Source: an optimization exercise on an open RTL-to-GDS flow (aim: small area). Production flows keep margins and buffers that such runs may drop. The RTL was checked by simulation tests, not by an equivalence proof against the original design. Power figures rest on the tool's default switching activity, not on a simulated workload.

==> inputs of trial 20 <==
==> flow/design.v <==
`timescale 1ns/100ps
module alu (
    input  logic [31:0] a,
    input  logic [31:0] b,
    input  logic        cin,
    output logic [31:0] result,
    output logic [3:0]  flags      
);
    logic [32:0] sum;
    assign sum    = {1'b0, a} + {1'b0, b} + {32'b0, cin};
    assign result = sum[31:0];
    assign flags  = {sum[31], (sum[31:0] == '0), sum[32],
                     (a[31] == b[31]) && (sum[31] != a[31])};
endmodule
`timescale 1ns/100ps
module cpsr_bank (
    input  logic       clk,
    input  logic       rstb,
    input  logic [1:0] rd_tid,
    output logic [3:0] cur_flags,
    input  logic [1:0] wr_tid,
    input  logic       update,
    input  logic [3:0] new_flags
);
    localparam int THREADS = 4;
    logic [3:0] cpsr [THREADS];
    assign cur_flags = cpsr[rd_tid];
    always_ff @(posedge clk or negedge rstb) begin
        if (!rstb) begin
            for (int i = 0; i < THREADS; i++)
                cpsr[i] <= '0;
        end else if (update) begin
            cpsr[wr_tid] <= new_flags;
        end
    end
endmodule
`timescale 1ns/100ps
module thread_regfile (
    input  logic        clk,
    input  logic        rstb,
    input  logic [1:0]  d_tid,
    input  logic [3:0]  d_idx,
    output logic [31:0] d_data,
    input  logic        x_act,
    input  logic        x_zero,
    input  logic [1:0]  x_tid,
    input  logic [3:0]  x_idx,
    output logic [31:0] x_data,
    input  logic        we,
    input  logic [3:0]  w_rd,
    input  logic [31:0] w_data
);
    localparam int THREADS = 4;
    localparam int REGS    = 16;
    logic [31:0] regs  [THREADS][REGS];
    logic [REGS-1:0] valid [THREADS];
    logic [31:0] bank_q [THREADS];
    logic [THREADS-1:0] x_sel;
    logic [THREADS-1:0] d_sel;
    always_comb begin
        for (int t = 0; t < THREADS; t++) begin
            logic [3:0] idx;
            x_sel[t] = x_act && (x_tid == t[1:0]);
            d_sel[t] = (d_tid == t[1:0]);
            idx = x_sel[t] ? x_idx : d_idx;
            bank_q[t] = '0;
            for (int r = 0; r < REGS; r++)
                if (idx == r[3:0] && valid[t][r])
                    bank_q[t] = bank_q[t] | regs[t][r];
        end
        d_data = '0;
        x_data = '0;
        for (int t = 0; t < THREADS; t++) begin
            if (d_sel[t])
                d_data = d_data | bank_q[t];
            if (x_sel[t] && !x_zero)
                x_data = x_data | bank_q[t];
        end
    end
    always_ff @(posedge clk or negedge rstb) begin
        if (!rstb) begin
            for (int t = 0; t < THREADS; t++)
                valid[t] <= '0;
        end else if (we) begin
            valid[x_tid][w_rd] <= 1'b1;
        end
    end
    always_ff @(posedge clk) begin
        if (we)
            regs[x_tid][w_rd] <= w_data;
    end
endmodule
`timescale 1ns/100ps
module decode_stage (
    input  logic [31:0] instr,
    output logic        ok,      
    output logic        sub,     
    output logic        mov,     
    output logic        rw,      
    output logic        sf       
);
    localparam logic [3:0] OP_SUB = 4'b0010;
    localparam logic [3:0] OP_ADD = 4'b0100;
    localparam logic [3:0] OP_CMP = 4'b1010;
    localparam logic [3:0] OP_MOV = 4'b1101;
    logic [3:0] opcode;
    logic       is_dp;
    logic       known;
    assign opcode = instr[24:21];
    assign is_dp  = (instr[27:26] == 2'b00) && (instr[25] || instr[11:4] == 8'h00);
    assign known  = (opcode == OP_SUB) || (opcode == OP_ADD) ||
                    (opcode == OP_CMP) || (opcode == OP_MOV);
    assign ok     = is_dp && known;
    assign sub    = (opcode == OP_SUB) || (opcode == OP_CMP);
    assign mov    = (opcode == OP_MOV);
    assign rw     = (opcode != OP_CMP);
    assign sf     = instr[20] || (opcode == OP_CMP);
endmodule
`timescale 1ns/100ps
module execute_stage (
    input  logic [3:0] cond,
    input  logic [3:0] flags,    
    output logic       pass
);
    logic fn, fz, fc, fv;
    assign {fn, fz, fc, fv} = flags;
    always_comb begin
        case (cond)
            4'h0: pass = fz;                     
            4'h1: pass = !fz;                    
            4'h2: pass = fc;                     
            4'h3: pass = !fc;                    
            4'h4: pass = fn;                     
            4'h5: pass = !fn;                    
            4'h6: pass = fv;                     
            4'h7: pass = !fv;                    
            4'h8: pass = fc && !fz;              
            4'h9: pass = !fc || fz;              
            4'hA: pass = fn == fv;               
            4'hB: pass = fn != fv;               
            4'hC: pass = !fz && (fn == fv);      
            4'hD: pass = fz || (fn != fv);       
            4'hE: pass = 1'b1;                   
            default: pass = 1'b0;                
        endcase
    end
endmodule
`timescale 1ns/100ps
module mt_arm_core (
    input  logic        clk,
    input  logic        rstb,
    input  logic        issue_valid,
    input  logic [1:0]  issue_tid,
    input  logic [31:0] issue_instr,
    output logic        wb_valid,
    output logic [1:0]  wb_tid,
    output logic [3:0]  wb_rd,
    output logic [31:0] wb_data
);
    logic        d_valid;
    logic [1:0]  d_tid;
    logic [3:0]  d_cond;
    logic        d_sub, d_mov, d_rw, d_sf, d_imm;
    logic [3:0]  d_rn, d_rd;
    logic [11:0] d_op2;
    logic        x_we, x_fe;
    logic [1:0]  x_tid;
    logic        x_sub, x_mov;
    logic [3:0]  x_rn, x_rd;
    logic [31:0] x_opb;
    logic        i_ok, i_sub, i_mov, i_rw, i_sf;
    logic [3:0]  d_flags;
    logic        d_pass;
    logic [31:0] d_rm_data;
    logic [31:0] d_b;
    logic [31:0] x_a;
    logic [31:0] x_sum;
    logic [3:0]  x_flags;
    decode_stage i_decode_stage (
        .instr (issue_instr),
        .ok    (i_ok),
        .sub   (i_sub),
        .mov   (i_mov),
        .rw    (i_rw),
        .sf    (i_sf)
    );
    always_ff @(posedge clk or negedge rstb) begin
        if (!rstb)
            d_valid <= 1'b0;
        else
            d_valid <= issue_valid && i_ok;
    end
    always_ff @(posedge clk) begin
        d_tid  <= issue_tid;
        d_cond <= issue_instr[31:28];
        d_sub  <= i_sub;
        d_mov  <= i_mov;
        d_rw   <= i_rw;
        d_sf   <= i_sf;
        d_imm  <= issue_instr[25];
        d_rn   <= issue_instr[19:16];
        d_rd   <= issue_instr[15:12];
        d_op2  <= issue_instr[11:0];
    end
    cpsr_bank i_cpsr_bank (
        .clk       (clk),
        .rstb      (rstb),
        .rd_tid    (d_tid),
        .cur_flags (d_flags),
        .wr_tid    (x_tid),
        .update    (x_fe),
        .new_flags (x_flags)
    );
    execute_stage i_cond (
        .cond  (d_cond),
        .flags (d_flags),
        .pass  (d_pass)
    );
    logic [63:0] imm_dbl;
    assign imm_dbl = {2{24'b0, d_op2[7:0]}} >> {d_op2[11:8], 1'b0};
    assign d_b     = (d_imm ? imm_dbl[31:0] : d_rm_data) ^ {32{d_sub}};
    always_ff @(posedge clk or negedge rstb) begin
        if (!rstb) begin
            x_we <= 1'b0;
            x_fe <= 1'b0;
        end else begin
            x_we <= d_valid && d_pass && d_rw;
            x_fe <= d_valid && d_pass && d_sf;
        end
    end
    always_ff @(posedge clk) begin
        x_tid <= d_tid;
        x_sub <= d_sub;
        x_mov <= d_mov;
        x_rn  <= d_rn;
        x_rd  <= d_rd;
        x_opb <= d_b;
    end
    thread_regfile i_thread_regfile (
        .clk     (clk),
        .rstb    (rstb),
        .d_tid   (d_tid),
        .d_idx   (d_op2[3:0]),
        .d_data  (d_rm_data),
        .x_act   (x_we || x_fe),
        .x_zero  (x_mov),
        .x_tid   (x_tid),
        .x_idx   (x_rn),
        .x_data  (x_a),
        .we      (x_we),
        .w_rd    (x_rd),
        .w_data  (x_sum)
    );
    alu i_alu (
        .a      (x_a),
        .b      (x_opb),
        .cin    (x_sub),
        .result (x_sum),
        .flags  (x_flags)
    );
    always_ff @(posedge clk or negedge rstb) begin
        if (!rstb)
            wb_valid <= 1'b0;
        else
            wb_valid <= x_we;
    end
    always_ff @(posedge clk) begin
        wb_tid  <= x_tid;
        wb_rd   <= x_rd;
        wb_data <= x_sum;
    end
endmodule
==> flow/run.sh <==
#!/bin/bash
# synth_recipe.tcl (not shown) runs the flow's synth.tcl, then flattens the netlist and writes it again
# the make line also repeats each setting of config.mk as NAME=value (left out here)
make -C /OpenROAD-flow-scripts/flow DESIGN_CONFIG=/design/flow/config.mk WORK_HOME=/design/flow/orfs CLKGATE_MAP_FILE= SYNTH_SCRIPT=/design/flow/synth_recipe.tcl finish
==> flow/config.mk <==
export PLATFORM = sky130hd
export DESIGN_NAME = mt_arm_core
export DESIGN_NICKNAME = mt_arm_core
export VERILOG_FILES = /design/flow/design.v
export SDC_FILE = /design/flow/constraint.sdc
export NUM_CORES = 4
export LEC_CHECK = 0
export CAP_MARGIN = 20
export CELL_PAD_IN_SITES_DETAIL_PLACEMENT = 1
export CELL_PAD_IN_SITES_GLOBAL_PLACEMENT = 2
export CORE_MARGIN = 2
export CORE_UTILIZATION = 25
export PLACE_DENSITY = 0.4
export SLEW_MARGIN = 20
==> flow/constraint.sdc <==
create_clock -name core_clock -period 6.0 [get_ports {clk}]
set_input_delay 1.2000 -clock core_clock [delete_from_list [all_inputs] [get_ports {clk}]]
set_output_delay 1.2000 -clock core_clock [all_outputs]
set_load 0.01 [all_outputs]
==> inputs of trial 36, as changes to trial 20 <==
--- a/flow/design.v
+++ b/flow/design.v
@@ -39,12 +39,13 @@
     input  logic        clk,
     input  logic        rstb,
+    input  logic [1:0]  i_tid,
+    input  logic [3:0]  i_rm,
+    input  logic        d_valid,
     input  logic [1:0]  d_tid,
-    input  logic [3:0]  d_idx,
-    output logic [31:0] d_data,
-    input  logic        x_act,
-    input  logic        x_zero,
+    input  logic [3:0]  d_rn,
+    input  logic        d_mov,
+    output logic [31:0] d_data,      
+    output logic [31:0] x_data,      
     input  logic [1:0]  x_tid,
-    input  logic [3:0]  x_idx,
-    output logic [31:0] x_data,
     input  logic        we,
     input  logic [3:0]  w_rd,
@@ -55,16 +56,18 @@
     logic [31:0] regs  [THREADS][REGS];
     logic [REGS-1:0] valid [THREADS];
+    logic [3:0]  bank_idx [THREADS];
+    logic [THREADS-1:0] x_sel;
     logic [31:0] bank_q [THREADS];
-    logic [THREADS-1:0] x_sel;
-    logic [THREADS-1:0] d_sel;
+    always_ff @(posedge clk) begin
+        for (int t = 0; t < THREADS; t++) begin
+            x_sel[t]    <= d_valid && (d_tid == t[1:0]) && !d_mov;
+            bank_idx[t] <= (d_valid && d_tid == t[1:0]) ? d_rn : i_rm;
+        end
+    end
     always_comb begin
         for (int t = 0; t < THREADS; t++) begin
-            logic [3:0] idx;
-            x_sel[t] = x_act && (x_tid == t[1:0]);
-            d_sel[t] = (d_tid == t[1:0]);
-            idx = x_sel[t] ? x_idx : d_idx;
             bank_q[t] = '0;
             for (int r = 0; r < REGS; r++)
-                if (idx == r[3:0] && valid[t][r])
+                if (bank_idx[t] == r[3:0] && valid[t][r])
                     bank_q[t] = bank_q[t] | regs[t][r];
         end
@@ -72,7 +75,7 @@
         x_data = '0;
         for (int t = 0; t < THREADS; t++) begin
-            if (d_sel[t])
+            if (d_tid == t[1:0])
                 d_data = d_data | bank_q[t];
-            if (x_sel[t] && !x_zero)
+            if (x_sel[t])
                 x_data = x_data | bank_q[t];
         end
@@ -166,6 +169,6 @@
     logic        x_we, x_fe;
     logic [1:0]  x_tid;
-    logic        x_sub, x_mov;
-    logic [3:0]  x_rn, x_rd;
+    logic        x_sub;
+    logic [3:0]  x_rd;
     logic [31:0] x_opb;
     logic        i_ok, i_sub, i_mov, i_rw, i_sf;
@@ -232,6 +235,4 @@
         x_tid <= d_tid;
         x_sub <= d_sub;
-        x_mov <= d_mov;
-        x_rn  <= d_rn;
         x_rd  <= d_rd;
         x_opb <= d_b;
@@ -240,12 +241,13 @@
         .clk     (clk),
         .rstb    (rstb),
+        .i_tid   (issue_tid),
+        .i_rm    (issue_instr[3:0]),
+        .d_valid (d_valid),
         .d_tid   (d_tid),
-        .d_idx   (d_op2[3:0]),
+        .d_rn    (d_rn),
+        .d_mov   (d_mov),
         .d_data  (d_rm_data),
-        .x_act   (x_we || x_fe),
-        .x_zero  (x_mov),
+        .x_data  (x_a),
         .x_tid   (x_tid),
-        .x_idx   (x_rn),
-        .x_data  (x_a),
         .we      (x_we),
         .w_rd    (x_rd),
==> flow/config.mk (replaced) <==
export PLATFORM = sky130hd
export DESIGN_NAME = mt_arm_core
export DESIGN_NICKNAME = mt_arm_core
export VERILOG_FILES = /design/flow/design.v
export SDC_FILE = /design/flow/constraint.sdc
export NUM_CORES = 4
export LEC_CHECK = 0
export CAP_MARGIN = 20
export CELL_PAD_IN_SITES_DETAIL_PLACEMENT = 0
export CELL_PAD_IN_SITES_GLOBAL_PLACEMENT = 1
export CORE_MARGIN = 2
export CORE_UTILIZATION = 50
export CTS_BUF_LIST = sky130_fd_sc_hd__clkbuf_4 sky130_fd_sc_hd__clkbuf_8
export PLACE_DENSITY = 0.6
export SLEW_MARGIN = 20
==> inputs of build 40, as changes to trial 20 <==
--- a/flow/design.v
+++ b/flow/design.v
@@ -39,12 +39,13 @@
     input  logic        clk,
     input  logic        rstb,
+    input  logic [1:0]  i_tid,
+    input  logic [3:0]  i_rm,
+    input  logic        d_valid,
     input  logic [1:0]  d_tid,
-    input  logic [3:0]  d_idx,
-    output logic [31:0] d_data,
-    input  logic        x_act,
-    input  logic        x_zero,
+    input  logic [3:0]  d_rn,
+    input  logic        d_mov,
+    output logic [31:0] d_data,      
+    output logic [31:0] x_data,      
     input  logic [1:0]  x_tid,
-    input  logic [3:0]  x_idx,
-    output logic [31:0] x_data,
     input  logic        we,
     input  logic [3:0]  w_rd,
@@ -55,16 +56,18 @@
     logic [31:0] regs  [THREADS][REGS];
     logic [REGS-1:0] valid [THREADS];
+    logic [3:0]  bank_idx [THREADS];
+    logic [THREADS-1:0] x_sel;
     logic [31:0] bank_q [THREADS];
-    logic [THREADS-1:0] x_sel;
-    logic [THREADS-1:0] d_sel;
+    always_ff @(posedge clk) begin
+        for (int t = 0; t < THREADS; t++) begin
+            x_sel[t]    <= d_valid && (d_tid == t[1:0]) && !d_mov;
+            bank_idx[t] <= (d_valid && d_tid == t[1:0]) ? d_rn : i_rm;
+        end
+    end
     always_comb begin
         for (int t = 0; t < THREADS; t++) begin
-            logic [3:0] idx;
-            x_sel[t] = x_act && (x_tid == t[1:0]);
-            d_sel[t] = (d_tid == t[1:0]);
-            idx = x_sel[t] ? x_idx : d_idx;
             bank_q[t] = '0;
             for (int r = 0; r < REGS; r++)
-                if (idx == r[3:0] && valid[t][r])
+                if (bank_idx[t] == r[3:0] && valid[t][r])
                     bank_q[t] = bank_q[t] | regs[t][r];
         end
@@ -72,7 +75,7 @@
         x_data = '0;
         for (int t = 0; t < THREADS; t++) begin
-            if (d_sel[t])
+            if (d_tid == t[1:0])
                 d_data = d_data | bank_q[t];
-            if (x_sel[t] && !x_zero)
+            if (x_sel[t])
                 x_data = x_data | bank_q[t];
         end
@@ -166,6 +169,6 @@
     logic        x_we, x_fe;
     logic [1:0]  x_tid;
-    logic        x_sub, x_mov;
-    logic [3:0]  x_rn, x_rd;
+    logic        x_sub;
+    logic [3:0]  x_rd;
     logic [31:0] x_opb;
     logic        i_ok, i_sub, i_mov, i_rw, i_sf;
@@ -232,6 +235,4 @@
         x_tid <= d_tid;
         x_sub <= d_sub;
-        x_mov <= d_mov;
-        x_rn  <= d_rn;
         x_rd  <= d_rd;
         x_opb <= d_b;
@@ -240,12 +241,13 @@
         .clk     (clk),
         .rstb    (rstb),
+        .i_tid   (issue_tid),
+        .i_rm    (issue_instr[3:0]),
+        .d_valid (d_valid),
         .d_tid   (d_tid),
-        .d_idx   (d_op2[3:0]),
+        .d_rn    (d_rn),
+        .d_mov   (d_mov),
         .d_data  (d_rm_data),
-        .x_act   (x_we || x_fe),
-        .x_zero  (x_mov),
+        .x_data  (x_a),
         .x_tid   (x_tid),
-        .x_idx   (x_rn),
-        .x_data  (x_a),
         .we      (x_we),
         .w_rd    (x_rd),
==> flow/flow/run.sh (new file) <==
#!/bin/bash
set -euo pipefail
export CTS_ARGS="-sink_clustering_enable -repair_clock_nets -sink_clustering_size 16 -sink_clustering_max_diameter 60 -buf_list sky130_fd_sc_hd__clkbuf_8 -dont_use_dummy_load"
export BUFFER_PORTS_ARGS="-buffer_cell sky130_fd_sc_hd__buf_1"
bash standard.sh > standard_flow.log 2>&1
==> flow/standard.sh (new file) <==
#!/bin/bash
# synth_recipe.tcl (not shown) runs the flow's synth.tcl, then flattens the netlist and writes it again
# the make line also repeats each setting of config.mk as NAME=value (left out here)
make -C /OpenROAD-flow-scripts/flow DESIGN_CONFIG=/design/flow/config.mk WORK_HOME=/design/flow/orfs CLKGATE_MAP_FILE= SYNTH_SCRIPT=/design/flow/synth_recipe.tcl "${@:-finish}"
==> flow/config.mk (replaced) <==
export PLATFORM = sky130hd
export DESIGN_NAME = mt_arm_core
export DESIGN_NICKNAME = mt_arm_core
export VERILOG_FILES = /design/flow/design.v
export SDC_FILE = /design/flow/constraint.sdc
export NUM_CORES = 4
export LEC_CHECK = 0
export CAP_MARGIN = 20
export CELL_PAD_IN_SITES_DETAIL_PLACEMENT = 0
export CELL_PAD_IN_SITES_GLOBAL_PLACEMENT = 1
export CORE_MARGIN = 2
export CORE_UTILIZATION = 78
export CTS_BUF_LIST = sky130_fd_sc_hd__clkbuf_8
export CTS_CLUSTER_DIAMETER = 60
export CTS_CLUSTER_SIZE = 16
export PLACE_DENSITY = 0.86
export SLEW_MARGIN = 20
removed: flow/run.sh
==> notes.md <==
result of the run timing/DRC/antenna clean; switching power of the nets approximately 5000 µW; Global Route Usage Sum 0.448; global-route wire length before repair about 350,000 µm; Placer Congestion between 1 and 1.5; Clock Sink Count around 2,300; max incr delay on CP 0.54 ns; depth of the most critical reg-to-reg path 21; comb_multi_in 2,573; fraction of area in multi-input gates 0.195; FF+latch area approximately 0.066 mm²; Metal-1 WL slightly below 80,000 µm
Source of the figures above: build 40

==> notes.md <==
result of the run complete, but fails checks; Global Route Usage Sum 0.223; fin worst setup slack -0.176 ns; setup violators final 4; critical-path cell with the highest stage delay sky130_fd_sc_hd__nand4_1; FF+latch area roughly 0.066 mm²; max incr delay on CP just under 0.5 ns; fraction of area in multi-input gates 0.189; comb_multi_in ~2,700; Clock group 16,100 µW; layout check fault list negative setup slack; Placer Congestion 0.848; Buffers, non-clock between 1,000 and 1,500; global-route wire length before repair 527,000 µm; DR top layer met5; Clock Sink Count between 2,000 and 2,500; Metal-1 WL approximately 180,000 µm
Source of the figures above: trial 20

==> notes.md <==
result of the run timing/DRC/antenna clean; clock tree from TritonCTS done; Metal-1 WL roughly 120,000 µm; FF+latch area between 0.06 and 0.07 mm²; Regs by FF count i_thread_regfile.regs x2048, i_thread_regfile.valid x64; critical path startpoint category flip-flop; area share of the largest cell type after synthesis 0.728; max incr delay on CP roughly 0.47 ns; comb_multi_in ~2,600; depth of the most critical reg-to-reg path 22; Global Route Usage Sum 0.326; global-route wire length before repair a little under 400,000 µm; Net Sw Frac 0.210; most common cell after layout, fill and taps aside sky130_fd_sc_hd__edfxtp_1; Port-buffer cells between 70 and 80; Placer Congestion between 0.9 and 1; Clock Sink Count 2,260; fraction of area in multi-input gates 0.182; pin count of the biggest net entering global routing 66
Source of the figures above: trial 36

## separate check: timing with driven ports
The flow's constraints put no driver on any port. The routed layouts listed below were extracted and timed again, unchanged, in two steps.
Step 1, drivers: a clkbuf_16 drives clk and a buf_2 each remaining input, both assumed.
Step 2 times the ports against the registers' clock, not the clock port: input delays grow and output delays shrink by t, the midpoint of the rising clock arrivals with the driver on.
Three values: ideal ports, drivers, drivers and shift; two values: the first two.
run | shift t [ns] | setup slack, ns | hold slack, ns
trial 20 | 0.998 | -0.176 / -0.176 / -0.176 | 0.328 / 0.315 / 0.328
trial 36 | 1.142 | 0.248 / 0.248 / 0.248 | 0.171 / 0.119 / 0.325
build 40 | 0.962 | 0.284 / 0.284 / 0.284 | 0.309 / 0.258 / 0.333
